What follows belongs to an exercise in optimizing a design on an open flow for small area and a short achievable clock period; a production flow would make more cautious choices.
Where RTL was checked, it was by simulation tests only, not by an equivalence proof against the original.
No activity file was given, so power comes from the tool's default toggle rates.

// exec_stage
module exec_stage #(
  parameter int N = 24,
  parameter int M = 6
) (
  input  logic                clk,
  input  logic                rst,
  input  logic                en,
  input  logic [N-1:0]        rd1, rd2, rd3, pc, imm,
  input  logic [N*M-1:0]      rdv1, rdv2, rdv3,
  input  logic [N*M-1:0]      Forward1, Forward2, Forward3,
  input  logic                Fa, Fb, Fc,
  input  logic [3:0]          aluControl, Rc, opCode,
  input  logic                immSrc, branchFlag, memWrite, memToReg, regWrite, modeSel,
  input  logic [1:0]          opType,
  output logic [17+2*N*M-1:0] bufferOut
);
export LEC_CHECK = 0
export ABC_AREA = 1
export CAP_MARGIN = 20
export CELL_PAD_IN_SITES_DETAIL_PLACEMENT = 1
export CELL_PAD_IN_SITES_GLOBAL_PLACEMENT = 1
export CORE_MARGIN = 2
export CORE_UTILIZATION = 32
export PLACE_DENSITY = 0.55
export SETUP_SLACK_MARGIN = 4
export SLEW_MARGIN = 20
create_clock -name core_clock -period 13.0 [get_ports {clk}]
standard.sh (not shown) runs the stock make flow with config.mk's settings and CLKGATE_MAP_FILE= SYNTH_SCRIPT=/design/flow/synth_recipe.tcl, a recipe that flattens the netlist after the stock synthesis.
==> flow/flow/run.sh <==
#!/bin/bash
set -euo pipefail
export BUFFER_PORTS_ARGS="-buffer_cell sky130_fd_sc_hd__buf_1"
bash standard.sh > standard.log 2>&1
The baseline finished with timing, DRC and antenna clean.
==> next run, changes <==
Settings changed: CORE_UTILIZATION 32 to 38, PLACE_DENSITY 0.55 to 0.6, SYNTH_HIERARCHICAL from default to 1.
The changed run ran to the end with no violations; sequential cell count is unchanged; setup slack got worse by 0.20 ns; final cell count rises by 0.57%; non-clock buffer count falls by 349; wire length falls by 13%; final area falls by 3.1%; die area falls by 12%; global-route usage falls by 0.73 points; via count rises by 1.2%; sequential power barely changes; clock power barely changes.
==> next run, changes <==
Settings changed: SYNTH_HIERARCHICAL 1 to default.
=>
- die area came out lower by 4.0%
- via count came out higher by 1.8%
- sequential share of layout area increases by 0.14 points
- synthesized area goes down by 4.0%
- final area is lower by 2.2%
- wire length went up by 15%
- utilization goes up by 1.0 points
- hold slack gets better by 0.0074 ns
- power climbs by 28%
- global-route usage grows by 8.7 points
- setup slack gets worse by 0.11 ns

========
exp/willow:
Another version of the RTL of exec_stage (not shown whole).
Size in the first run: ~12000 cells after synthesis, ~1300 I/O pins, ~0.080 sq mm of cells after synthesis.
Design exec_stage, start of the top module:
module exec_stage #(
  parameter int N = 24,
  parameter int M = 6
) (
  input  logic                clk,
  input  logic                rst,
  input  logic                en,
  input  logic [N-1:0]        rd1, rd2, rd3, pc, imm,
  input  logic [N*M-1:0]      rdv1, rdv2, rdv3,
  input  logic [N*M-1:0]      Forward1, Forward2, Forward3,
  input  logic                Fa, Fb, Fc,
  input  logic [3:0]          aluControl, Rc, opCode,
  input  logic                immSrc, branchFlag, memWrite, memToReg, regWrite, modeSel,
  input  logic [1:0]          opType,
  output logic [17+2*N*M-1:0] bufferOut
);
clock: 13.0 ns
lec_check: 0
abc_area: 1
cap_margin: 30
cell_pad_in_sites_detail_placement: 1
cell_pad_in_sites_global_placement: 1
core_margin: 2
core_utilization: 38
place_density: 0.6
setup_slack_margin: 4.5
slew_margin: 30
synth_hierarchical: 1
Scripts as last shown in full above: flow/flow/run.sh
For exp/onyx, these inputs were changed with respect to exp/willow:
- PLACE_DENSITY now 0.64, was 0.6
- SETUP_SLACK_MARGIN now 4, was 4.5
- CORE_UTILIZATION now 42, was 38
Notes after the runs:
Part of the total power dissipated in combinational logic ends up lower on exp/onyx.
Of the two candidates, exp/willow has the better number of design-rule violations left by the first detailed-router iteration and exp/onyx the worse one.
Worst slack at placement was higher in the run labelled exp/willow.
What exp/juniper does differently from exp/onyx at the input level:
- CORE_UTILIZATION now 38, was 42
- PLACE_DENSITY now 0.6, was 0.64
### Flow results
On clock share of power, exp/onyx tracks exp/juniper almost exactly.
Looking at area of all placed cells without fillers, exp/juniper sits 2.1% above exp/onyx.
Looking at final critical-path share of the clock period across exp/juniper and exp/onyx, the one that comes out higher is exp/onyx.

========
exec_stage, a different RTL version from the one above (not shown whole).
For scale: roughly 11000 cells after synthesis, ~310 flip-flops, ~1300 I/O pins, ~77000 sq um of cells after synthesis.
clock: 13.0 ns
lec_check: 0
abc_area: 1
cap_margin: 20
cell_pad_in_sites_detail_placement: 1
cell_pad_in_sites_global_placement: 1
core_margin: 2
core_utilization: 45
place_density: 0.65
setup_slack_margin: 5
slew_margin: 20
Scripts as last shown in full above: flow/flow/run.sh
The starting point ended with an error in 5_1_grt (GRT-0116).
Next try:
- CELL_PAD_IN_SITES_DETAIL_PLACEMENT: 1 -> 2
- CELL_PAD_IN_SITES_GLOBAL_PLACEMENT: 1 -> 2
- CORE_UTILIZATION: 45 -> 50
- PLACE_DENSITY: 0.65 -> 0.6
=> Now the flow failed in 3_3_place_gp. Synthesized cell count stays the same. Synthesized area is unchanged.
Next try:
- SETUP_SLACK_MARGIN: 5 -> 0.3
After rerunning: The changed run aborted during 3_3_place_gp; area after synthesis is unchanged; synthesized cell count is unchanged.
No run of this note included a check of the RTL's function; only the layout flow was run.

========
Another version of the RTL of exec_stage (not shown whole).
For scale: roughly 11,000 cells after synthesis, about 310 flip-flops, ~1,300 I/O pins.
clock: 13.0 ns
lec_check: 0
abc_area: 1
cap_margin: 20
cell_pad_in_sites_detail_placement: 1
cell_pad_in_sites_global_placement: 1
core_margin: 2
core_utilization: 45
place_density: 0.65
setup_slack_margin: 4
slew_margin: 20
Scripts as last shown in full above: flow/flow/run.sh
The starting point failed in global routing, error GRT-0232.
Rerun with:
--- a/flow/config.mk
+++ b/flow/config.mk
@@ -8 +8 @@
-export ABC_AREA = 1
+export ABC_AREA = 0
After rerunning: The new run never finished: it broke off in global routing; synthesized cell count came out lower by 19%; area after synthesis came out lower by 1.4%.
Rerun with:
--- a/flow/config.mk
+++ b/flow/config.mk
@@ -8 +8 @@
-export ABC_AREA = 0
+export ABC_AREA = 1
@@ -13,2 +13,2 @@
-export CORE_UTILIZATION = 45
-export PLACE_DENSITY = 0.65
+export CORE_UTILIZATION = 38
+export PLACE_DENSITY = 0.6
@@ -16,0 +17 @@
+export SYNTH_HIERARCHICAL = 1
Outcome: The changed run produced a clean layout. Area after synthesis rises by 2.0%. Synthesized cell count went up by 25%.
No functional check of the RTL was part of any run of this note.

========
Another version of the RTL of exec_stage (not shown whole).
Size: about 11000 cells after synthesis, ~310 flip-flops.
clock: 13.0 ns
lec_check: 0
abc_area: 1
cap_margin: 30
cell_pad_in_sites_detail_placement: 1
cell_pad_in_sites_global_placement: 1
core_margin: 2
core_utilization: 42
place_density: 0.64
setup_slack_margin: 4
slew_margin: 30
synth_hierarchical: 1
Scripts as last shown in full above: flow/flow/run.sh
The first run completed without violations.
Edit:
--- a/flow/config.mk
+++ b/flow/config.mk
@@ -11,6 +11,6 @@
 export CELL_PAD_IN_SITES_GLOBAL_PLACEMENT = 1
 export CORE_MARGIN = 2
-export CORE_UTILIZATION = 42
-export PLACE_DENSITY = 0.64
+export CORE_UTILIZATION = 38
+export PLACE_DENSITY = 0.6
 export SETUP_SLACK_MARGIN = 4
 export SLEW_MARGIN = 30
=> The changed run ran to the end with no violations. Clock skew stays the same. Worst hold slack is better by 0.0032 ns. Total power decreases by about 1.3%. Clock-buffer cell count fell by 1. Die area grows by about 10%.

## re-timing with driven ports
How much do the figures lean on ideal ports? The routed layouts below were timed once more, with nothing changed but the port constraints.
Step 1 (the two cells are an assumption about what drives the block):
set clk [get_ports {clk}]
set_driving_cell -lib_cell sky130_fd_sc_hd__clkbuf_16 $clk
set_driving_cell -lib_cell sky130_fd_sc_hd__buf_2 [delete_from_list [all_inputs] $clk]
Step 2 times the ports against the registers' clock, not the clock port: input delays grow and output delays shrink by t, the midpoint of the rising clock arrivals with the driver on.
Three values: no drivers, after step 1, after step 2; two values: the first two.
| run | t (ns) | setup WS [ns] | worst hold slack (ns) | clock arrival spread, ns | cell pins on the clock port's net |
|---|---|---|---|---|---|
| the first run of note 1 | 0.818 | 3.671 / 3.534 / 2.717 | 0.451 / 0.451 / 0.451 | 0.065 / 0.065 | 1 |
| the second run of note 1 | 0.800 | 3.469 / 3.502 / 2.701 | 0.451 / 0.451 / 0.451 | 0.030 / 0.031 | 1 |
| the third run of note 1 | 0.780 | 3.357 / 3.189 / 2.409 | 0.458 / 0.458 / 0.458 | 0.065 / 0.065 | 1 |
| exp/willow | 0.843 | 3.787 / 3.572 / 2.729 | 0.452 / 0.452 / 0.452 | 0.100 / 0.100 | 1 |
| exp/onyx | 0.820 | 3.681 / 3.530 / 2.711 | 0.453 / 0.453 / 0.453 | 0.081 / 0.081 | 1 |
| exp/juniper | 0.869 | 3.742 / 3.688 / 2.820 | 0.457 / 0.457 / 0.457 | 0.122 / 0.123 | 1 |
| the third run of note 4 | 0.815 | 3.435 / 3.246 / 2.431 | 0.452 / 0.452 / 0.452 | 0.096 / 0.096 | 1 |
| the first run of note 5 | 0.799 | 3.170 / 3.115 / 2.315 | 0.477 / 0.477 / 0.477 | 0.045 / 0.045 | 1 |
| the second run of note 5 | 0.829 | 3.543 / 3.474 / 2.645 | 0.481 / 0.481 / 0.481 | 0.072 / 0.072 | 1 |
After both steps every run listed still meets setup and hold. For exp/willow, which loses most, drivers alone change the setup slack by -0.215 ns; drivers and shift together by -1.058 ns.
